This design comes from an exercise in tuning for small area on the open sky130 flow, not from production work. No run shown here included a check of the RTL's function; only the layout flow was run. Power and IR drop assume default switching activity.

==> flow/constraint.sdc <==
create_clock -name core_clock -period 5.0 [get_ports {Clk}]
set_input_delay 1.0000 -clock core_clock [delete_from_list [all_inputs] [get_ports {Clk}]]
set_output_delay 1.0000 -clock core_clock [all_outputs]
set_load 0.01 [all_outputs]
==> flow/run.sh <==
#!/bin/bash
# synth_recipe.tcl (not shown) runs the flow's synth.tcl, then flattens the netlist and writes it again
# the make line also repeats each setting of config.mk as NAME=value (left out here)
make -C /OpenROAD-flow-scripts/flow DESIGN_CONFIG=/design/flow/config.mk WORK_HOME=/design/flow/orfs CLKGATE_MAP_FILE= SYNTH_SCRIPT=/design/flow/synth_recipe.tcl finish
==> flow/config.mk <==
export PLATFORM = sky130hd
export DESIGN_NAME = sadEngineTop
export DESIGN_NICKNAME = sadEngineTop
export VERILOG_FILES = /design/flow/design.v
export SDC_FILE = /design/flow/constraint.sdc
export NUM_CORES = 4
export LEC_CHECK = 0
export CAP_MARGIN = 20
export CORE_MARGIN = 2
export CORE_UTILIZATION = 40
export SLEW_MARGIN = 20
==> flow/design.v <==
`timescale 1ns/1ps
package sadPkg;
        localparam int ApbAddrWidth = 8;
        localparam int ApbDataWidth = 32;
        localparam int FrameIndexWidth = 8;
        localparam int NumElems = 16;
        typedef logic [ApbAddrWidth-1:0] apbAddrT;
        typedef logic [ApbDataWidth-1:0] apbDataT;
        typedef logic [FrameIndexWidth-1:0] frameIndexT;
        typedef enum logic [1:0] {
                kindNone         = 2'd0,
                kindFrameLoad    = 2'd1,
                kindFrameCompute = 2'd2,
                kindWindowLoad   = 2'd3
        } loadKindT;
        localparam apbAddrT AddrCmd = 8'h00;
        localparam apbAddrT AddrElem = 8'h04;
        localparam apbAddrT AddrCount = 8'h08;
        localparam apbAddrT AddrLast = 8'h0C;
        localparam apbAddrT AddrBest = 8'h10;
        localparam apbAddrT AddrBestIdx = 8'h14;
endpackage
`timescale 1ns/1ps
module sadApbControl #(
        parameter int ElemWidth = 8
) (
        input  logic Clk,
        input  logic rst,
        input  logic psel,
        input  logic penable,
        input  logic pwrite,
        input  sadPkg::apbAddrT paddr,
        input  sadPkg::apbDataT pwdata,
        output sadPkg::apbDataT prdata,
        input  logic [ElemWidth+3:0] lastSad,
        input  logic [ElemWidth+3:0] bestSad,
        input  sadPkg::frameIndexT bestIdx,
        input  sadPkg::frameIndexT resultCount,
        input  logic [3:0] rdIdx,
        output logic [ElemWidth-1:0] stageElem,
        output logic [sadPkg::NumElems*ElemWidth-1:0] stageVec,
        output logic cmdWrite,
        output logic countWrite
);
        localparam int PtrWidth = $clog2(sadPkg::NumElems);
        logic wrEn;
        logic elemWrite;
        logic [ElemWidth-1:0] stageMem [sadPkg::NumElems];
        logic [PtrWidth-1:0] stagePtr;
        assign wrEn = psel & penable & pwrite;
        assign cmdWrite = wrEn && (paddr == sadPkg::AddrCmd);
        assign elemWrite = wrEn && (paddr == sadPkg::AddrElem);
        assign countWrite = wrEn && (paddr == sadPkg::AddrCount);
        always_ff @(posedge Clk) begin
                if (elemWrite) begin
                        stageMem[stagePtr] <= pwdata[ElemWidth-1:0];
                end
        end
        always_ff @(posedge Clk) begin
                if (rst) begin
                        stagePtr <= '0;
                end else if (cmdWrite) begin
                        stagePtr <= '0;
                end else if (elemWrite) begin
                        stagePtr <= stagePtr + 1'b1;
                end
        end
        assign stageElem = stageMem[rdIdx];
        for (genvar i = 0; i < sadPkg::NumElems; i++) begin : genFlatten
                assign stageVec[i*ElemWidth +: ElemWidth] = stageMem[i];
        end
        always_comb begin
                case (paddr)
                        sadPkg::AddrCount: prdata = sadPkg::ApbDataWidth'(resultCount);
                        sadPkg::AddrLast: prdata = sadPkg::ApbDataWidth'(lastSad);
                        sadPkg::AddrBest: prdata = sadPkg::ApbDataWidth'(bestSad);
                        sadPkg::AddrBestIdx: prdata = sadPkg::ApbDataWidth'(bestIdx);
                        default: prdata = '0;
                endcase
        end
endmodule
`timescale 1ns/1ps
module sadVectorCapture #(
        parameter int ElemWidth = 8
) (
        input  logic Clk,
        input  logic [sadPkg::NumElems*ElemWidth-1:0] stageVec,
        input  logic windowLoad,
        input  logic [3:0] rdIdx,
        output logic [ElemWidth-1:0] windowElem
);
        logic [ElemWidth-1:0] windowMem [sadPkg::NumElems];
        always_ff @(posedge Clk) begin
                if (windowLoad) begin
                        for (int i = 0; i < sadPkg::NumElems; i++) begin
                                windowMem[i] <= stageVec[i*ElemWidth +: ElemWidth];
                        end
                end
        end
        assign windowElem = windowMem[rdIdx];
endmodule
`timescale 1ns/1ps
module sadDiffTree #(
        parameter int ElemWidth = 8
) (
        input  logic [ElemWidth-1:0] windowElem,
        input  logic [ElemWidth-1:0] stageElem,
        input  logic [ElemWidth+3:0] sumIn,
        output logic [ElemWidth+3:0] sumOut
);
        logic [ElemWidth-1:0] d;
        logic gt;
        logic [ElemWidth-1:0] mag;
        assign {gt, d} = {1'b0, windowElem} + {1'b0, ~stageElem};
        assign mag = d ^ {ElemWidth{~gt}};
        assign sumOut = sumIn + {4'd0, mag} + {{(ElemWidth+3){1'b0}}, gt};
endmodule
`timescale 1ns/1ps
module sadBestTracker #(
        parameter int ElemWidth = 8
) (
        input  logic Clk,
        input  logic rst,
        input  logic startCompute,
        input  logic clearBest,
        input  logic [ElemWidth+3:0] sumNext,
        output logic [3:0] rdIdx,
        output logic [ElemWidth+3:0] lastSad,
        output logic [ElemWidth+3:0] bestSad,
        output sadPkg::frameIndexT bestIdx,
        output sadPkg::frameIndexT resultCount
);
        logic busy;
        logic finish;
        always_ff @(posedge Clk) begin
                if (rst) begin
                        busy <= 1'b0;
                        finish <= 1'b0;
                end else begin
                        finish <= busy && (rdIdx == 4'd15);
                        if (startCompute) begin
                                busy <= 1'b1;
                        end else if (rdIdx == 4'd15) begin
                                busy <= 1'b0;
                        end
                end
        end
        always_ff @(posedge Clk) begin
                if (startCompute) begin
                        rdIdx <= '0;
                end else if (busy) begin
                        rdIdx <= rdIdx + 1'b1;
                end
        end
        always_ff @(posedge Clk) begin
                if (rst) begin
                        lastSad <= '0;
                end else if (startCompute) begin
                        lastSad <= '0;
                end else if (busy) begin
                        lastSad <= sumNext;
                end
        end
        always_ff @(posedge Clk) begin
                if (rst) begin
                        bestSad <= '1;
                        bestIdx <= '0;
                        resultCount <= '0;
                end else if (clearBest) begin
                        bestSad <= '1;
                        bestIdx <= '0;
                        resultCount <= '0;
                end else if (finish) begin
                        resultCount <= resultCount + 1'b1;
                        if (lastSad < bestSad) begin
                                bestSad <= lastSad;
                                bestIdx <= resultCount;
                        end
                end
        end
endmodule
`timescale 1ns/1ps
module sadEngineTop #(
        parameter int ElemWidth = 8
) (
        input  logic Clk,
        input  logic rst,
        input  logic psel,
        input  logic penable,
        input  logic pwrite,
        input  sadPkg::apbAddrT paddr,
        input  sadPkg::apbDataT pwdata,
        output sadPkg::apbDataT prdata
);
        localparam int SumWidth = ElemWidth + 4;
        localparam int VecWidth = sadPkg::NumElems * ElemWidth;
        logic [VecWidth-1:0] stageVec;
        logic [ElemWidth-1:0] stageElem;
        logic [ElemWidth-1:0] windowElem;
        logic [3:0] rdIdx;
        logic cmdWrite;
        logic countWrite;
        logic [SumWidth-1:0] sumNext;
        logic [SumWidth-1:0] lastSad;
        logic [SumWidth-1:0] bestSad;
        sadPkg::frameIndexT bestIdx;
        sadPkg::frameIndexT resultCount;
        sadApbControl #(.ElemWidth(ElemWidth)) uControl (
                .Clk(Clk), .rst(rst),
                .psel(psel), .penable(penable), .pwrite(pwrite),
                .paddr(paddr), .pwdata(pwdata), .prdata(prdata),
                .lastSad(lastSad), .bestSad(bestSad),
                .bestIdx(bestIdx), .resultCount(resultCount),
                .rdIdx(rdIdx), .stageElem(stageElem), .stageVec(stageVec),
                .cmdWrite(cmdWrite), .countWrite(countWrite)
        );
        sadVectorCapture #(.ElemWidth(ElemWidth)) uCapture (
                .Clk(Clk),
                .stageVec(stageVec),
                .windowLoad(cmdWrite && (pwdata[1:0] == sadPkg::kindWindowLoad)),
                .rdIdx(rdIdx), .windowElem(windowElem)
        );
        sadDiffTree #(.ElemWidth(ElemWidth)) uDiffTree (
                .windowElem(windowElem), .stageElem(stageElem),
                .sumIn(lastSad), .sumOut(sumNext)
        );
        sadBestTracker #(.ElemWidth(ElemWidth)) uTracker (
                .Clk(Clk), .rst(rst),
                .startCompute(cmdWrite && (pwdata[1:0] == sadPkg::kindFrameCompute)),
                .clearBest(countWrite),
                .sumNext(sumNext),
                .rdIdx(rdIdx), .lastSad(lastSad), .bestSad(bestSad),
                .bestIdx(bestIdx), .resultCount(resultCount)
        );
endmodule
==> summary.txt, run 1 <==
Status: timing/DRC/antenna clean
Crit end category: flip-flop
Worst hold-check path type: flip-flop to flip-flop
Die height: 186.2 µm
Met1 wire length: 13350 µm
Placed insts: 1390
Vias/cell: 5.355
Final setup margin: 0.2974 ns
Final setup viols: 0
Hold-fix buffers at CTS: 0
Max-slew headroom: 41.46%
Post-detail-place hpwl: 20110 µm
Via count: 7748
Final instance area: 0.01561 mm²
Wire per inst: 21.41 µm
Synth-to-Final Area Change: 17.53%
Layout Nets: 1066
CP Data Arrival Time: 5.07 ns
YS warnings: 4
Met3 WL post-DR: 1519 µm
Core area: 0.03262 mm²
Worst Skew: 0.02533 ns
Yosys reg bits: 310
Initial antenna violation count: 0
Dpl ws: -0.01244 ns
Worst r2r src: uTracker.rdIdx[0]
Post-synth EDFFs: 256
Cell count after synthesis: 899
Critical Path Start: uTracker.rdIdx[0]
Share of layout cells above drive strength 1: 18.51%
Max-cap violations: 0
Fmax achieved: 0.2127 GHz
Critical path data required time: 5.37 ns
First-pass GRT wire length: 45920 µm
Top cell type by total area after synthesis: edfxtp_1
Diode count: 0
Finished Core Util: 47.84%
Pwr Total: 0.005373 W
Multi-input gate area: 0.004243 mm²
CTS tree: done
Post-synth top flop: edfxtp_1
Register area share after synthesis: 66.04%
Final Non-Filler Cells: 1447
Drt pass-1 iters: 5
Placed inst area: 0.01446 mm²
Final period util: 94.05%
Pleak: 5.489 nW
CP Launch Type: flip-flop
Worst reg2reg path endpoint: uTracker.lastSad[10]
I/O pin cnt: 77
Clock root buffer master: clkbuf_16
Chip Width: 186.2 µm
PortBufs: 32
Critical path fanouts, max: 8
Vias in the first global route: 7585
Largest net degree at the start of global routing: 53
Crit path kind: flip-flop to flip-flop
Synth top area share: 57.90%
Fin. Hold Viols: 0
Reg clk slew, reported paths: 0.06 ns
Initial core utilization: 40.71%
Total GRT Usage: 18.17%
TritonCTS Sinks: 310
Top cells by area, synth: edfxtp_1 (58%), dfxtp_1 (8.1%), mux4_2 (7.1%)
Fillcell total: 2814
DIE AREA: 0.03467 mm²
Storage cell area: 0.008772 mm²
Min Tclk post-route: 4.703 ns
Initial detailed-routing violation count: 522
R2R cell count: 22
CTS Buffer Depth: 3
Area of the mapped netlist: 0.01328 mm²
Async SR Flop Fraction: 0%
Top Layer Used: met4
Overflow after GRT: 0
R2R setup slack: 0.30 ns
Gpl congestion: 0.8050
Slew Limit Fails: 0
Number of setup buffers added after CTS: 0
Capture point of the worst path: uTracker.lastSad[10]
Worst Tran Pin Value: 0.8769 ns
Clock Latency Late Sink: 0.52 ns
Max rail drop VDD: 291.3 µV
Num CTS Buffers: 34
Routed length on met2: 15200 µm
WL final: 30980 µm
Routed Antenna Nets: 0
Post-route DRC: 0
Pwr/cell area: 344.3 mW/mm²
Htree depth: 2
Synthesized area per cell: 14.77 µm²
Synth cell types: 59
Num rows: 66
through the flow:
step / setup TNS, ns / hold WS (ns)
3_5_place_dp: -0.02260 / 0.4274
6_report: 0 / 0.4381
2_1_floorplan: 0 / 0.4207
3_3_place_gp: 0 / 0.4265
5_1_grt: -0.002052 / 0.4459
4_1_cts: 0 / 0.4409
logic make-up (layout without fill, tap and decap cells):
| family | count (synthesis) | after routing | synth area share (%) |
|---|---|---|---|
| DFF | 310 | 310 | 66.04 |
| and+or+nand+nor | 185 | 185 | 6.465 |
| AOI/OAI and AO/OA | 155 | 155 | 8.330 |
| buffers and inverters | 102 | 189 | 3.628 |
| muxes | 79 | 79 | 9.932 |
| adders and majority gates | 37 | 37 | 3.600 |
| xor gates and xnor gates | 30 | 30 | 1.979 |
| other | 1 | 20 | 0.02824 |
synthesized netlist by cell type, types with 13 or more instances:
master,n
nand3_1,20
a22oi_1,18
clkbuf_1,35
dfxtp_1,54
nand2_1,36
edfxtp_1,256
mux4_2,42
a21oi_1,31
inv_1,33
xnor2_1,21
buf_4,20
o21ai_0,17
ha_1,35
nor2_1,82
a211o_1,13
mux2i_1,35
a222oi_1,13
sequential cells by signal, summed over array words and instances, names as in the netlist, named ones only:
register / cells
uTracker.bestSad: 12
uTracker.bestIdx: 8
uCapture.windowMem: 128
uTracker.lastSad: 12
uTracker.finish: 1
uControl.stageMem: 128
uTracker.busy: 1
uTracker.rdIdx: 4
uTracker.resultCount: 8
uControl.stagePtr: 4
power breakdown:
part | leakage [nW] | total (W) | switching (W) | internal, W
Clock | 0.511 | 0.00236 | 0.000983 | 0.00137
Combinational | 2.24 | 0.000233 | 0.000125 | 0.000108
Sequential | 2.73 | 0.00278 | 0.00000749 | 0.00278
Total | 5.49 | 0.00537 | 0.00112 | 0.00426
worst min path at each step:
stage | startpoint | to | slack, ns | cells after the start
6_report | uControl.stageMem[2][0] | uCapture.windowMem[2][0] | 0.44 | 0
5_1_grt | uControl.stageMem[0][1] | uCapture.windowMem[0][1] | 0.45 | 0
4_1_cts | uControl.stageMem[2][0] | uCapture.windowMem[2][0] | 0.44 | 0
3_5_place_dp | uControl.stageMem[6][5] | uCapture.windowMem[6][5] | 0.43 | 0
3_3_place_gp | uControl.stageMem[9][7] | uCapture.windowMem[9][7] | 0.43 | 0
2_1_floorplan | uControl.stageMem[10][0] | uCapture.windowMem[10][0] | 0.42 | 0
critical path: stages, from the launching register on:
cell,delay (ns)
dfxtp_2,0.36
inv_1,0.16
ha_4,0.24
a222oi_1,0.12
mux4_2,0.49
a31oi_2,0.21
ha_1,0.19
inv_1,0.05
fa_1,0.39
nand2b_1,0.19
a21oi_2,0.21
nor3_4,0.08
o21ai_4,0.23
xor2_1,0.15
fa_1,0.43
a21o_1,0.19
a21oi_1,0.18
o21bai_1,0.10
o21ai_0,0.16
buf_4,0.15
a21oi_1,0.07
xnor2_1,0.14
nor2_1,0.06
layer usage:
layer  global-route usage (%)  vias up
met4                    5.953        0
met1                    23.94     3866
met2                    30.77      221
met5                        0        -
met3                    3.076       46
li1                         -     3615
what timing repair did:
action	in CTS	in global routing
pin swaps	0	3
setup endpoints to repair	5	8
gates resized for setup	2	20
hold endpoints to repair	0	0
final cells by class:
type	count	area share [%]
flip-flops and latches	310	56.21
clock buffers	41	5.685
repair buffers	99	5.597
clock inverters	16	0.9782
well taps	442	3.544
multi-input cells	506	27.19
inverters	33	0.7938
cells in the final DEF, fill, tap and decap left out, types with 16 or more instances in the layout:
| cell type | n |
|---|---|
| a22oi_1 | 18 |
| edfxtp_1 | 256 |
| o21ai_0 | 16 |
| clkbuf_16 | 34 |
| nand3_1 | 20 |
| clkdlybuf4s50_1 | 32 |
| nand2_1 | 36 |
| mux2i_1 | 35 |
| inv_1 | 33 |
| mux4_2 | 42 |
| conb_1 | 20 |
| buf_4 | 63 |
| xnor2_1 | 21 |
| a21oi_1 | 27 |
| ha_1 | 31 |
| dfxtp_1 | 51 |
| nor2_1 | 74 |
==> run 2, diff against run 1 <==
--- a/flow/config.mk
+++ b/flow/config.mk
@@ -8,4 +8,6 @@
 export CAP_MARGIN = 20
 export CORE_MARGIN = 2
 export CORE_UTILIZATION = 40
+export CTS_BUF_LIST = sky130_fd_sc_hd__clkbuf_4
+export GPL_TIMING_DRIVEN = 0
 export SLEW_MARGIN = 20
==> run 2 against run 1 <==
Still clean on timing, DRC and antenna. Largest power group unchanged. Sequential power about the same. Design area increased by 1.1%. Worst hold slack worse by 0.040 ns.
==> summary.txt, run 2 <==
Top cell type by total area after synthesis: edfxtp_1
Max rail drop VDD: 235.2 µV
Most frequent cells after synthesis: edfxtp_1 (256), nor2_1 (82), dfxtp_1 (54), mux4_2 (42), nand2_1 (36)
Vias/cell: 5.371
Max-slew headroom: 37.95%
Clock power frac: 40.3%
CTS tree: done
Crit path kind: flip-flop to flip-flop
Vias in the first global route: 8081
Gpl congestion: 0.8183
Status: timing/DRC/antenna clean
Final period util: 96.56%
I/O pin cnt: 77
CP max-delay cell: a2111o_1
Min Tclk post-route: 4.828 ns
Worst Skew: 0.08218 ns
Multi-input gate area: 0.004319 mm²
WP buf/inv: 3
R2R cell count: 22
Via count: 8314
Clock root buffer master: clkbuf_4
Area of the mapped netlist: 0.01328 mm²
Placed insts: 1397
Initial core utilization: 40.71%
Commonest non-fill, non-tap cell in the layout: edfxtp_1
Die height: 186.2 µm
Max-cap violations: 0
Async SR Flop Fraction: 0%
Num rows: 66
Worst reg2reg path endpoint: uTracker.lastSad[11]
Worst hold-check path type: flip-flop to flip-flop
Synth cell types: 59
Storage cell area: 0.008780 mm²
Routed Antenna Nets: 0
Capture point of the worst path: uTracker.lastSad[11]
Top-count cell post-synth: edfxtp_1
Worst Tran Pin Value: 0.9297 ns
Part of the power in registers: 54.8%
Clock Latency Late Sink: 0.76 ns
Chip Width: 186.2 µm
Initial detailed-routing violation count: 790
Synth top area share: 57.90%
Switching Share: 22.65%
Fmax achieved: 0.2071 GHz
Worst r2r src: uTracker.rdIdx[1]
Initial antenna violation count: 1
Pleak: 5.643 nW
Cell count after synthesis: 899
Reg clk slew, reported paths: 0.07 ns
Drt pass-1 iters: 5
R2R setup slack: 0.17 ns
Sw power: 0.001150 W
Critical Path Start: uTracker.rdIdx[1]
CP max stage delay: 0.42 ns
Wire per inst: 21.90 µm
TritonCTS Sinks: 310
Setup TNS: 0 ns
Internal: 0.003927 W
Fillcell total: 2875
Most frequent cells in the layout: edfxtp_1 (256), clkbuf_4 (117), nor2_1 (69), dfxtp_1 (51), buf_4 (46)
CTS Buffer Depth: 3
Largest net degree at the start of global routing: 58
CP delay by family, top: compound AO/OA/AOI/OAI gates
Share of layout cells above drive strength 1: 26.09%
Part of the power in combinational logic: 4.9%
Register area share after synthesis: 66.04%
WL final: 33910 µm
Total GRT Usage: 19.92%
Final setup viols: 0
Yosys reg bits: 310
Biggest registers after layout: uCapture.windowMem (128), uControl.stageMem (128)
CP Data Arrival Time: 5.46 ns
Synth-to-Final Area Change: 18.78%
Post-detail-place hpwl: 22220 µm
Num CTS Buffers: 81
Overflow after GRT: 0
CP Launch Type: flip-flop
Pwr/cell area: 321.9 mW/mm²
Crit end category: flip-flop
Critical path data required time: 5.63 ns
Core area: 0.03262 mm²
Crit path depth: 22
DIE AREA: 0.03467 mm²
Layout Nets: 1138
Top cells by area, synth: edfxtp_1 (58%), dfxtp_1 (8.1%), mux4_2 (7.1%)
Htree depth: 3
Slew Limit Fails: 0
Post-synth EDFFs: 256
First-pass GRT wire length: 49230 µm
Worst path cell trace: inv_1, ha_4, buf_4, a222oi_1, mux2i_1, a221oi_2, a21oi_2, ha_1, o211ai_1, a21oi_4, nor3_4, o21ai_2, buf_4, xnor2_2, ha_1, a21oi_2, nor2_1, a211oi_2, o21a_1, a21oi_4, a2111o_1, nand2_1
Synthesized area per cell: 14.77 µm²
Pwr Total: 0.005076 W
YS warnings: 4
Min-delay src: uControl.stageMem[5][6]
PortBufs: 30
Post-route DRC: 0
Post-synth top flop: edfxtp_1
Critical path fanouts, max: 10
Fin. Hold Viols: 0
Final Non-Filler Cells: 1548
## run 2: what timing repair did
item / CTS / global route
pin swaps: 2 / 15
cloned: 0 / 0
endpoints found under the setup margin: 11 / 7
resized for setup: 62 / 38
buffers inserted: 2 / 20
hold buffers: 0 / 0
## run 2: cell type report
type / instances / area share [%]
clock buffer: 113 / 5.379
tap: 442 / 3.507
timing repair buffer: 59 / 3.610
sequential: 310 / 55.67
multi-input combinational: 506 / 27.39
antenna: 2 / 0.03173
inverter: 33 / 0.7854
buffer: 65 / 3.054
clock inverter: 18 / 0.5791
## run 2: worst min-delay path by stage
stage / slack [ns] / cells after the start / end
after CTS: 0.41 / 0 / uCapture.windowMem[5][6]
final: 0.40 / 0 / uCapture.windowMem[5][6]
after global routing: 0.42 / 0 / uCapture.windowMem[5][6]
after detailed placement: 0.43 / 0 / uCapture.windowMem[6][1]
after floorplan: 0.42 / 0 / uCapture.windowMem[10][0]
after global placement: 0.43 / 0 / uCapture.windowMem[15][1]
## run 2: stage by stage
step                      hold WS [ns]  utilization [%]  instance area [µm²]  worst slack (ns)
after floorplan                 0.4207                -                13350           0.09515
after global placement          0.4273            43.56                14210            -1.160
after detailed placement        0.4285            44.03                14360            -1.164
after CTS                       0.4057            47.46                15480           0.01793
after global routing            0.4193            48.35                15770          -0.09495
final                           0.3981            48.35                15770            0.1721
## run 2: logic make-up after synthesis
family	synth area share, %
compound gates	8.330
xor+xnor	1.979
fa+ha+maj	3.600
buf+inv	3.628
flops	66.04
mux	9.932
other cells	0.02824
simple gates	6.465
## run 2: power by group through the flow
stage               logic (W)  clock network [W]  registers [W]
CTS                  0.000228            0.00210        0.00278
global placement     0.000219                  0        0.00284
floorplan            0.000152                  0        0.00284
detailed placement   0.000222                  0        0.00284
global route         0.000271            0.00223        0.00278
finish               0.000247            0.00205        0.00278
## run 2: metal layers
layer | vias up | part of all wire [%] | global-route usage [%] | wire (µm)
li1 | 3806 | - | - | -
met1 | 4055 | 39 | 24.81 | 13360
met2 | 377 | 49 | 33.37 | 16770
met3 | 76 | 8.5 | 5.082 | 2874
met4 | 0 | 2.7 | 7.937 | 905
met5 | - | 0 | 0 | 0
## run 2: worst register-to-register path, delay by kind of cell (launching register included)
family                     cells  cell delay (ns)
adders and majority gates      3             0.94
muxes                          1             0.17
AOI/OAI and AO/OA             11             2.45
and+or+nand+nor                3             0.19
buffers and inverters          3             0.50
xor gates and xnor gates       1             0.07
DFF                            1             0.39
==> run 3, diff against run 2 <==
--- a/flow/config.mk
+++ b/flow/config.mk
@@ -8,6 +8,7 @@
 export CAP_MARGIN = 20
 export CORE_MARGIN = 2
 export CORE_UTILIZATION = 40
-export CTS_BUF_LIST = sky130_fd_sc_hd__clkbuf_4
-export GPL_TIMING_DRIVEN = 0
+export CTS_BUF_LIST = sky130_fd_sc_hd__clkbuf_16
+export CTS_CLUSTER_DIAMETER = 120
+export CTS_CLUSTER_SIZE = 30
 export SLEW_MARGIN = 20
==> run 3 against run 2 <==
Highest routed layer unchanged. Wire length shrank 9.5%. Synthesized area stayed put. Cell count is 8.6% lower.
==> summary.txt, run 3 <==
Status: timing/DRC/antenna clean
Num rows: 66
Htree depth: 1
Gpl congestion: 0.8050
Worst Skew: 0.03334 ns
Via count: 7636
Synthesized area per cell: 14.77 µm²
CTS Buffer Depth: 3
Yosys reg bits: 310
CTS tree: done
Worst path cell trace: buf_4, mux4_2, mux4_2, inv_1, ha_1, and2_1, nand4bb_1, o21ai_0, nor2_1, fa_1, a21o_1, a21oi_1, o21bai_1, o21ai_0, buf_4, a21oi_1, xnor2_1, nor2_1
Cell count after synthesis: 899
Post-synth EDFFs: 256
Chip Width: 186.2 µm
Routed Antenna Nets: 0
Fmax achieved: 0.2085 GHz
Max-slew headroom: 40.58%
Die height: 186.2 µm
Placed inst area: 0.01446 mm²
Worst Tran Pin Value: 0.8901 ns
Fin. Hold Viols: 0
Layout Nets: 1047
Biggest registers after layout: uCapture.windowMem (128), uControl.stageMem (128)
Critical path data required time: 5.36 ns
Synth top area share: 57.90%
Max-cap violations: 0
Drt pass-1 iters: 6
Clock root buffer master: clkbuf_16
CP max-delay cell: dfxtp_1
Final setup viols: 0
Total GRT Usage: 17.74%
Placed insts: 1390
Min Tclk post-route: 4.797 ns
CP max stage delay: 0.55 ns
Post-detail-place hpwl: 20110 µm
Critical path fanouts, max: 24
TritonCTS Sinks: 310
Vias in the first global route: 7384
Most frequent cells in the layout: edfxtp_1 (256), nor2_1 (74), buf_4 (64), dfxtp_1 (51), mux4_2 (42)
Final setup margin: 0.2034 ns
Max rail drop VDD: 222.4 µV
Initial detailed-routing violation count: 516
CP Launch Type: flip-flop
Pleak: 5.210 nW
Top-count cell post-synth: edfxtp_1
Final instance area: 0.01499 mm²
Async SR Flop Fraction: 0%
Slew Limit Fails: 0
Reg clk slew, reported paths: 0.11 ns
Overflow after GRT: 0
Hold-fix buffers at CTS: 0
Synth cell types: 59
Final Non-Filler Cells: 1415
CP delay by family, top: compound AO/OA/AOI/OAI gates
Post-route DRC: 0
Diode count: 0
Post-synth top flop: edfxtp_1
WP buf/inv: 3
Commonest non-fill, non-tap cell in the layout: edfxtp_1
Num CTS Buffers: 14
Crit end category: flip-flop
Final period util: 95.93%
Top cell type by total area after synthesis: edfxtp_1
Most frequent cells after synthesis: edfxtp_1 (256), nor2_1 (82), dfxtp_1 (54), mux4_2 (42), nand2_1 (36)
Crit path kind: flip-flop to flip-flop
WL final: 30680 µm
Share of layout cells above drive strength 1: 16.34%
Vias/cell: 5.396
Top cells by area, synth: edfxtp_1 (58%), dfxtp_1 (8.1%), mux4_2 (7.1%)
Initial core utilization: 40.71%
Synth-to-Final Area Change: 12.92%
Initial antenna violation count: 0
Wire per inst: 21.68 µm
Core area: 0.03262 mm²
First-pass GRT wire length: 45040 µm
Setup TNS: 0 ns
I/O pin cnt: 77
Largest net degree at the start of global routing: 53
DIE AREA: 0.03467 mm²
YS warnings: 4
Register area share after synthesis: 66.04%
Clock Latency Late Sink: 0.53 ns
Area of the mapped netlist: 0.01328 mm²
CP Data Arrival Time: 5.16 ns
Dpl ws: -0.01244 ns
Pwr/cell area: 290.1 mW/mm²
Worst hold-check path type: flip-flop to flip-flop
PortBufs: 32
-- run 3: metal layers --
layer / wire length, µm / vias to the layer above / GRT usage (%)
met1: 13380 / 3846 / 23.69
li1: - / 3553 / -
met2: 15070 / 196 / 30.36
met4: 909 / 0 / 5.323
met5: 0 / - / 0
met3: 1319 / 41 / 2.375
-- run 3: kinds of logic after synthesis --
group	Yosys count	synth area share, %
AO/OA/AOI/OAI	155	8.330
AND/OR/NAND/NOR	185	6.465
adder cells (fa/ha/maj)	37	3.600
XOR/XNOR	30	1.979
multiplexers	79	9.932
other	1	0.02824
buffers and inverters	102	3.628
flip-flops	310	66.04
-- run 3: worst paths after layout --
path	startpoint	end	slack [ns]	depth (start not counted)
worst max register to register	flip-flop	uTracker.lastSad[8]	0.20	18
worst min register to register	uControl.stageMem[0][4]	uCapture.windowMem[0][4]	0.44	0
worst max-delay path	flip-flop	uTracker.lastSad[8]	0.20	18
worst min-delay path	uControl.stageMem[0][4]	uCapture.windowMem[0][4]	0.44	0
-- run 3: layout make-up --
type | count | area (µm²)
Clock buffer | 14 | 350.3
Clock inverter | 10 | 70.07
Fill cell | 2875 | 17630
Inverter | 33 | 123.9
Multi-Input combinational cell | 506 | 4240
Sequential cell | 310 | 8775
Tap cell | 442 | 553.0
Timing Repair Buffer | 100 | 880.8
-- run 3: power by group --
group          total, W  internal [W]  switching [W]
Sequential      0.00278       0.00277     0.00000748
Clock           0.00134      0.000536       0.000799
Combinational  0.000234      0.000109       0.000125
Total           0.00435       0.00342       0.000932
-- run 3: what timing repair did --
action	4_1_cts	5_1_grt
pin swaps	0	4
gates resized for setup	2	20
setup buffers	0	1
setup endpoints to repair	5	8
-- run 3: through the flow --
stage	util [%]	total power, W	hold WS [ns]
floorplan	-	0.002988	0.4207
global placement	44.33	0.003063	0.4265
detailed placement	44.33	0.003066	0.4274
CTS	45.63	0.004376	0.4468
global route	45.96	0.004488	0.4616
finish	45.96	0.004349	0.4365
==> run 4, diff against run 3 <==
--- a/flow/config.mk
+++ b/flow/config.mk
@@ -12,3 +12,4 @@
 export CTS_CLUSTER_DIAMETER = 120
 export CTS_CLUSTER_SIZE = 30
 export SLEW_MARGIN = 20
+export SYNTH_HIERARCHICAL = 1
==> run 4 against run 3 <==
Still clean. First-iteration DRC count grew 61%. Count of clock-buffer cells in the layout did not move. Worst hold slack improved by 0.00075 ns. Clock skew down 0.0082 ns. Via count is 14% higher. Wire length increased by 6.5%. Synthesized cell count increased by 9.0%. Combinational power rose by 9.8%. Setup slack gained 0.026 ns. Cell count grew 9.0%. Critical path type unchanged. Highest routed layer unchanged.
==> summary.txt, run 4 <==
Overflow after GRT: 0
Placed insts: 1513
CTS Buffer Depth: 3
WHS Endpoint: uCapture.windowMem[11][2]
Vias/cell: 5.650
Pwr/cell area: 273.1 mW/mm²
Layout Nets: 1170
Sw power: 0.0009300 W
Biggest registers after layout: uCapture.windowMem (128), uControl.stageMem (128)
Vias in the first global route: 8482
Worst r2r src: uTracker.rdIdx[3]
Worst hold-check path type: flip-flop to flip-flop
Final setup viols: 0
Register area share after synthesis: 63.51%
Part of the power in registers: 63.3%
YS warnings: 10
CP max stage delay: 0.60 ns
Status: timing/DRC/antenna clean
Num rows: 67
Post-route DRC: 0
Most common cell on crit path: a21oi_1
Met1 wire length: 13890 µm
Total GRT Usage: 17.91%
Final setup margin: 0.2297 ns
Top cell type by total area after synthesis: edfxtp_1
Initial core utilization: 40.70%
Dpl ws: -0.1350 ns
Routed Antenna Nets: 0
R2R setup slack: 0.23 ns
Worst path cell trace: buf_12, nor2b_2, a32o_1, a21oi_1, o221ai_2, o22a_1, ha_2, fa_2, a211oi_2, o21bai_1, o22a_1, buf_6, xnor2_1, ha_1, a21oi_1, o21ai_0, a21o_1, a21oi_1, or4b_2, o311ai_1, mux2i_1, nor2_1
CP Data Arrival Time: 5.21 ns
Final Non-Filler Cells: 1542
Critical path fanouts, max: 10
Final period util: 95.41%
I/O pin cnt: 77
Top Layer Used: met4
Final instance area: 0.01582 mm²
Num CTS Buffers: 14
Gpl congestion: 0.8249
Hold-fix buffers at CTS: 0
Clock power frac: 30.7%
Die height: 188.9 µm
R2R cell count: 22
Worst Skew: 0.02517 ns
Clock root buffer master: clkbuf_16
Most frequent cells after synthesis: edfxtp_1 (256), dfxtp_1 (50), nor2_1 (50), nand3_1 (46), a21oi_1 (41)
Post-detail-place hpwl: 22450 µm
Post-synth top flop: edfxtp_1
Via count: 8713
Max rail drop VDD: 174.7 µV
Reg clk slew, reported paths: 0.11 ns
Slew Limit Fails: 0
Share of layout cells above drive strength 1: 19.47%
CP max-delay cell: or4b_2
Crit end category: flip-flop
Switching Share: 21.52%
Synth cell types: 74
Wire per inst: 21.19 µm
Fmax achieved: 0.2096 GHz
Chip Width: 188.9 µm
Setup TNS: 0 ns
CTS tree: done
Worst reg2reg path endpoint: uTracker.lastSad[11]
Most frequent cells in the layout: edfxtp_1 (256), buf_4 (100), nor2_1 (49), nand3_1 (46), dfxtp_1 (46)
Drt pass-1 iters: 5
DIE AREA: 0.03570 mm²
PortBufs: 32
Critical path data required time: 5.44 ns
Placed inst area: 0.01513 mm²
Fin. Hold Viols: 0
Met3 WL post-DR: 2195 µm
TritonCTS Sinks: 306
Yosys reg bits: 306
Pleak: 5.513 nW
Max-slew headroom: 34.58%
Commonest non-fill, non-tap cell in the layout: edfxtp_1
Top cells by area, synth: edfxtp_1 (56%), dfxtp_1 (7.3%), mux4_2 (5.3%)
Largest net degree at the start of global routing: 61
Max-cap violations: 0
Initial antenna violation count: 0
Part of the power in combinational logic: 6.0%
Synth-to-Final Area Change: 15.67%
Async SR Flop Fraction: 0%
Synth top area share: 56.19%
Post-synth EDFFs: 256
Hold slack: 0.4372 ns
Crit path kind: flip-flop to flip-flop
Cell count after synthesis: 980
Clock Latency Late Sink: 0.52 ns
Min-delay src: uControl.stageMem[11][2]
Synthesized area per cell: 13.96 µm²
Diode count: 0
WL final: 32680 µm
Min Tclk post-route: 4.770 ns
CP Launch Type: flip-flop
Htree depth: 1
Worst Tran Pin Value: 0.9799 ns
Initial detailed-routing violation count: 829
Routed length on met2: 15760 µm
Worst hold stages: 0
Top-count cell post-synth: edfxtp_1
Core area: 0.03362 mm²
Area of the mapped netlist: 0.01368 mm²
Internal: 0.003392 W
First-pass GRT wire length: 48860 µm
-- run 4: changes by cell type in the layout (fill, tap and decap cells not counted), sizes merged, moves of 11 or more --
cell    before  now
nand3       20   46
a211o       13    2
o21ai       18   32
o221ai       0   14
a222oi      13    0
buf         68  115
nor2b        5   17
nor2        82   50
-- run 4: final cells by class --
class / count / area [µm²]
inverters: 41 / 153.9
repair buffers: 150 / 1393
fillers: 2951 / 17790
multi-input cells: 578 / 4614
well taps: 448 / 560.5
clock buffers: 14 / 350.3
clock inverters: 5 / 48.80
flip-flops and latches: 306 / 8703
-- run 4: cells by family after synthesis --
group / after synthesis / share of synthesized area (%)
simple gates: 226 / 8.615
buf+inv: 115 / 4.317
xor+xnor: 30 / 1.921
other cells: 1 / 0.02741
mux: 74 / 8.442
compound gates: 194 / 9.951
fa+ha+maj: 34 / 3.219
flops: 306 / 63.51
-- run 4: power by group through the flow --
stage                     logic (W)  registers [W]  clock network (W)
after floorplan            0.000144        0.00280                  0
after global placement     0.000238        0.00280                  0
after detailed placement   0.000239        0.00280                  0
after CTS                  0.000243        0.00274            0.00136
after global routing       0.000282        0.00274            0.00143
final                      0.000257        0.00274            0.00133
-- run 4: stage by stage --
stage,util (%),power (W)
2_1_floorplan,-,0.002940
3_3_place_gp,45.00,0.003034
3_5_place_dp,45.00,0.003035
4_1_cts,46.31,0.004338
5_1_grt,47.07,0.004445
6_report,47.07,0.004322
-- run 4: layer usage --
| metal | GRT usage [%] | vias to the layer above |
|---|---|---|
| met5 | 0 | - |
| met4 | 4.898 | 0 |
| met3 | 2.113 | 48 |
| met2 | 30.19 | 317 |
| met1 | 24.60 | 4355 |
| li1 | - | 3993 |
-- run 4: worst max path at each step --
stage / to / start / cells after the start
after floorplan: uTracker.lastSad[11] / uTracker.rdIdx[0] / 22
after global placement: uTracker.lastSad[10] / uTracker.rdIdx[0] / 22
after detailed placement: uTracker.lastSad[10] / uTracker.rdIdx[0] / 23
after CTS: uTracker.lastSad[11] / uTracker.rdIdx[3] / 21
after global routing: uTracker.lastSad[11] / uTracker.rdIdx[0] / 21
final: uTracker.lastSad[11] / uTracker.rdIdx[3] / 22
-- run 4: repair_timing --
action,CTS,global route
gates cloned,0,3
pin swaps,2,10
endpoints found under the setup margin,3,4
resized for setup,9,34
buffers inserted,0,7
-- run 4: worst max-delay path, delay by kind of cell, from the launching register on --
kind | cells | cell delay [ns]
AO/OA/AOI/OAI | 12 | 1.92
XOR/XNOR | 1 | 0.13
adder cells (fa/ha/maj) | 3 | 0.91
buffers and inverters | 2 | 0.32
flip-flops | 1 | 0.40
multiplexers | 1 | 0.12
AND/OR/NAND/NOR | 3 | 0.92
==> run 5, diff against run 4 <==
--- a/flow/config.mk
+++ b/flow/config.mk
@@ -11,5 +11,5 @@
 export CTS_BUF_LIST = sky130_fd_sc_hd__clkbuf_16
 export CTS_CLUSTER_DIAMETER = 120
 export CTS_CLUSTER_SIZE = 30
+export GPL_TIMING_DRIVEN = 0
 export SLEW_MARGIN = 20
-export SYNTH_HIERARCHICAL = 1
==> run 5 against run 4 <==
Synthesized area shrank 2.9%. Clock power is essentially flat. Die area shrank 2.9%. Global-route usage grew 1.3 points. Largest cell class unchanged. Sequential cell count grew 4. Via count shrank 10%. Design area shrank 3.8%. Fmax shrank 0.47%.
==> summary.txt, run 5 <==
CP delay by family, top: compound AO/OA/AOI/OAI gates
Biggest registers after layout: uCapture.windowMem (128), uControl.stageMem (128)
Final setup margin: 0.2071 ns
Crit end category: flip-flop
Share of layout cells above drive strength 1: 18.28%
Num CTS Buffers: 14
Post-detail-place hpwl: 22220 µm
Synth-to-Final Area Change: 14.62%
WHS Endpoint: uCapture.windowMem[7][3]
Min-delay src: uControl.stageMem[7][3]
Worst Skew: 0.02818 ns
Worst path cell trace: inv_1, ha_4, clkbuf_8, a222oi_1, mux2i_1, a221oi_1, a21oi_1, ha_1, o211ai_1, a21oi_2, nor3_4, o21ai_4, buf_4, xnor2_1, ha_1, nand2_1, or3_1, o21a_1, a21oi_4, xnor2_1, a211oi_1
Post-synth top flop: edfxtp_1
Most frequent cells in the layout: edfxtp_1 (256), nor2_1 (69), dfxtp_1 (50), mux4_2 (42), buf_4 (41)
Final setup viols: 0
Dpl ws: -1.164 ns
Critical Path Start: uTracker.rdIdx[1]
Hold-fix buffers at CTS: 0
Synthesized area per cell: 14.77 µm²
Vias in the first global route: 7561
Num rows: 66
Clock root buffer master: clkbuf_16
Fmax achieved: 0.2086 GHz
Top-count cell post-synth: edfxtp_1
Routed Antenna Nets: 0
Htree depth: 1
Yosys reg bits: 310
Wire per inst: 23.01 µm
Synth top area share: 57.90%
Crit path kind: flip-flop to flip-flop
Initial detailed-routing violation count: 698
Layout Nets: 1069
Clock Latency Late Sink: 0.52 ns
Chip Width: 186.2 µm
Initial antenna violation count: 1
Drt pass-1 iters: 7
Diode count: 0
Slew Limit Fails: 0
CP Data Arrival Time: 5.22 ns
R2R setup slack: 0.21 ns
CP max-delay cell: dfxtp_4
Area of the mapped netlist: 0.01328 mm²
Register area share after synthesis: 66.04%
I/O pin cnt: 77
WL final: 32960 µm
CP Launch Type: flip-flop
Worst r2r src: uTracker.rdIdx[1]
Die height: 186.2 µm
Pwr/cell area: 285.9 mW/mm²
Core area: 0.03262 mm²
R2R cell count: 21
YS warnings: 4
CTS Buffer Depth: 3
Setup TNS: 0 ns
Initial core utilization: 40.71%
CTS tree: done
Max-cap violations: 0
Post-synth EDFFs: 256
Top cells by area, synth: edfxtp_1 (58%), dfxtp_1 (8.1%), mux4_2 (7.1%)
TritonCTS Sinks: 310
Overflow after GRT: 0
Min Tclk post-route: 4.793 ns
Total GRT Usage: 19.26%
Critical path data required time: 5.42 ns
Vias/cell: 5.456
Max-slew headroom: 37.32%
Worst hold-check path type: flip-flop to flip-flop
Worst hold stages: 0
PortBufs: 30
Largest net degree at the start of global routing: 58
First-pass GRT wire length: 47890 µm
Pleak: 5.277 nW
Critical path fanouts, max: 10
WP buf/inv: 3
Worst Tran Pin Value: 0.9392 ns
Commonest non-fill, non-tap cell in the layout: edfxtp_1
Via count: 7813
Max rail drop VDD: 267.5 µV
Fillcell total: 2843
Fin. Hold Viols: 0
Post-route DRC: 0
Final period util: 95.86%
Gpl congestion: 0.8183
Status: timing/DRC/antenna clean
Worst reg2reg path endpoint: uTracker.lastSad[7]
Cell count after synthesis: 899
Reg clk slew, reported paths: 0.12 ns
Top cell type by total area after synthesis: edfxtp_1
Synth cell types: 59
DIE AREA: 0.03467 mm²
Async SR Flop Fraction: 0%
Most frequent cells after synthesis: edfxtp_1 (256), nor2_1 (82), dfxtp_1 (54), mux4_2 (42), nand2_1 (36)
CP max stage delay: 0.41 ns
run 5: cell types whose count changed after synthesis, moves of 9 or more:
cell      change
a211o_1      +11
a21oi_1      -10
a222oi_1     +13
a22oi_1      -10
a32oi_1       -9
buf_2        -13
clkbuf_1     +15
mux4_2       +10
nand3_1      -26
nand4_1      -10
nor2_1       +32
nor2b_1      -12
o21ai_0      -15
o221ai_1     -14
run 5: worst register-to-register path, delay by kind of cell (launching register included):
| family | cells | cell delay [ns] |
|---|---|---|
| adder cells (fa/ha/maj) | 3 | 0.97 |
| flip-flops | 1 | 0.41 |
| buffers and inverters | 3 | 0.45 |
| AND/OR/NAND/NOR | 3 | 0.50 |
| XOR/XNOR | 2 | 0.17 |
| multiplexers | 1 | 0.15 |
| AO/OA/AOI/OAI | 9 | 2.07 |
run 5: layer usage:
| layer | GRT usage [%] | vias to the layer above | wire [µm] |
|---|---|---|---|
| met3 | 3.563 | 53 | 2554 |
| met1 | 24.90 | 3877 | 13230 |
| met5 | 0 | - | 11 |
| met4 | 5.291 | 2 | 899 |
| met2 | 33.40 | 289 | 16260 |
| li1 | - | 3592 | - |
run 5: cells by family (layout without fill, tap and decap cells):
group | count (synthesis) | in the layout | synth area share [%]
DFF | 310 | 310 | 66.04
and+or+nand+nor | 185 | 185 | 6.465
AOI/OAI and AO/OA | 155 | 155 | 8.330
buffers and inverters | 102 | 174 | 3.628
muxes | 79 | 79 | 9.932
adders and majority gates | 37 | 37 | 3.600
xor gates and xnor gates | 30 | 30 | 1.979
other | 1 | 20 | 0.02824
run 5: repair_timing:
action                                  CTS  global route
setup buffers                             6            15
cloned                                    0             0
gates resized for setup                  66            31
endpoints found under the setup margin   11             7
pin swaps                                 2            12
run 5: worst max path at each step:
stage / endpoint / slack (ns) / depth (start not counted)
finish: uTracker.lastSad[7] / 0.21 / 21
global route: uTracker.lastSad[9] / -0.04 / 22
CTS: uTracker.lastSad[11] / 0.006 / 22
detailed placement: uTracker.lastSad[7] / -1.16 / 23
global placement: uTracker.lastSad[7] / -1.16 / 23
floorplan: uTracker.lastSad[7] / 0.1 / 20
run 5: layout make-up:
type                       count  area [µm²]  share of cell area [%]
buffer                        64       503.0                   3.305
clock buffer                  14       350.3                   2.302
clock inverter                 5       48.80                  0.3206
inverter                      33       123.9                  0.8139
multi-input combinational    506        4297                   28.23
sequential                   310        8781                   57.70
tap                          442       553.0                   3.634
timing repair buffer          58       561.8                   3.692
run 5: where the power goes:
| group | total, W | internal (W) | switching, W |
|---|---|---|---|
| combinational | 0.000248 | 0.000113 | 0.000135 |
| clock | 0.00132 | 0.000532 | 0.000793 |
| sequential | 0.00278 | 0.00277 | 0.00000775 |
| total | 0.00435 | 0.00342 | 0.000935 |
run 5: stage by stage:
stage	power [W]	hold WS, ns	std cells	area, µm²	utilization [%]
2_1_floorplan	0.002988	0.4207	918	13350	-
3_3_place_gp	0.003056	0.4273	1390	14210	43.56
3_5_place_dp	0.003059	0.4285	1397	14360	44.03
4_1_cts	0.004357	0.4493	1418	15000	45.97
5_1_grt	0.004475	0.4566	1432	15220	46.66
6_report	0.004351	0.4472	1432	15220	46.66

## static timing again, ports no longer ideal
No port has a modelled driver above. Below, the same layouts with a new extraction and two added sets of constraints. Step 1: set_driving_cell puts a clkbuf_16 on Clk and a buf_2 on each other input, an assumption about the parent block. Step 2 times the ports against the registers' clock, not the clock port: input delays grow and output delays shrink by t, the midpoint of the rising clock arrivals with the driver on. Three values: no drivers, after step 1, after step 2; two values: the first two.
| run | t (ns) | slack for setup (ns) | pins driven straight from the clock port |
|---|---|---|---|
| run 1 | 0.555 | 0.297 / 0.297 / 0.297 | 1 |
| run 2 | 0.759 | 0.172 / 0.172 / 0.172 | 1 |
| run 3 | 0.561 | 0.203 / 0.203 / 0.203 | 1 |
| run 4 | 0.561 | 0.230 / 0.230 / 0.230 | 1 |
| run 5 | 0.552 | 0.207 / 0.207 / 0.207 | 1 |
After both steps every run listed still meets setup and hold.
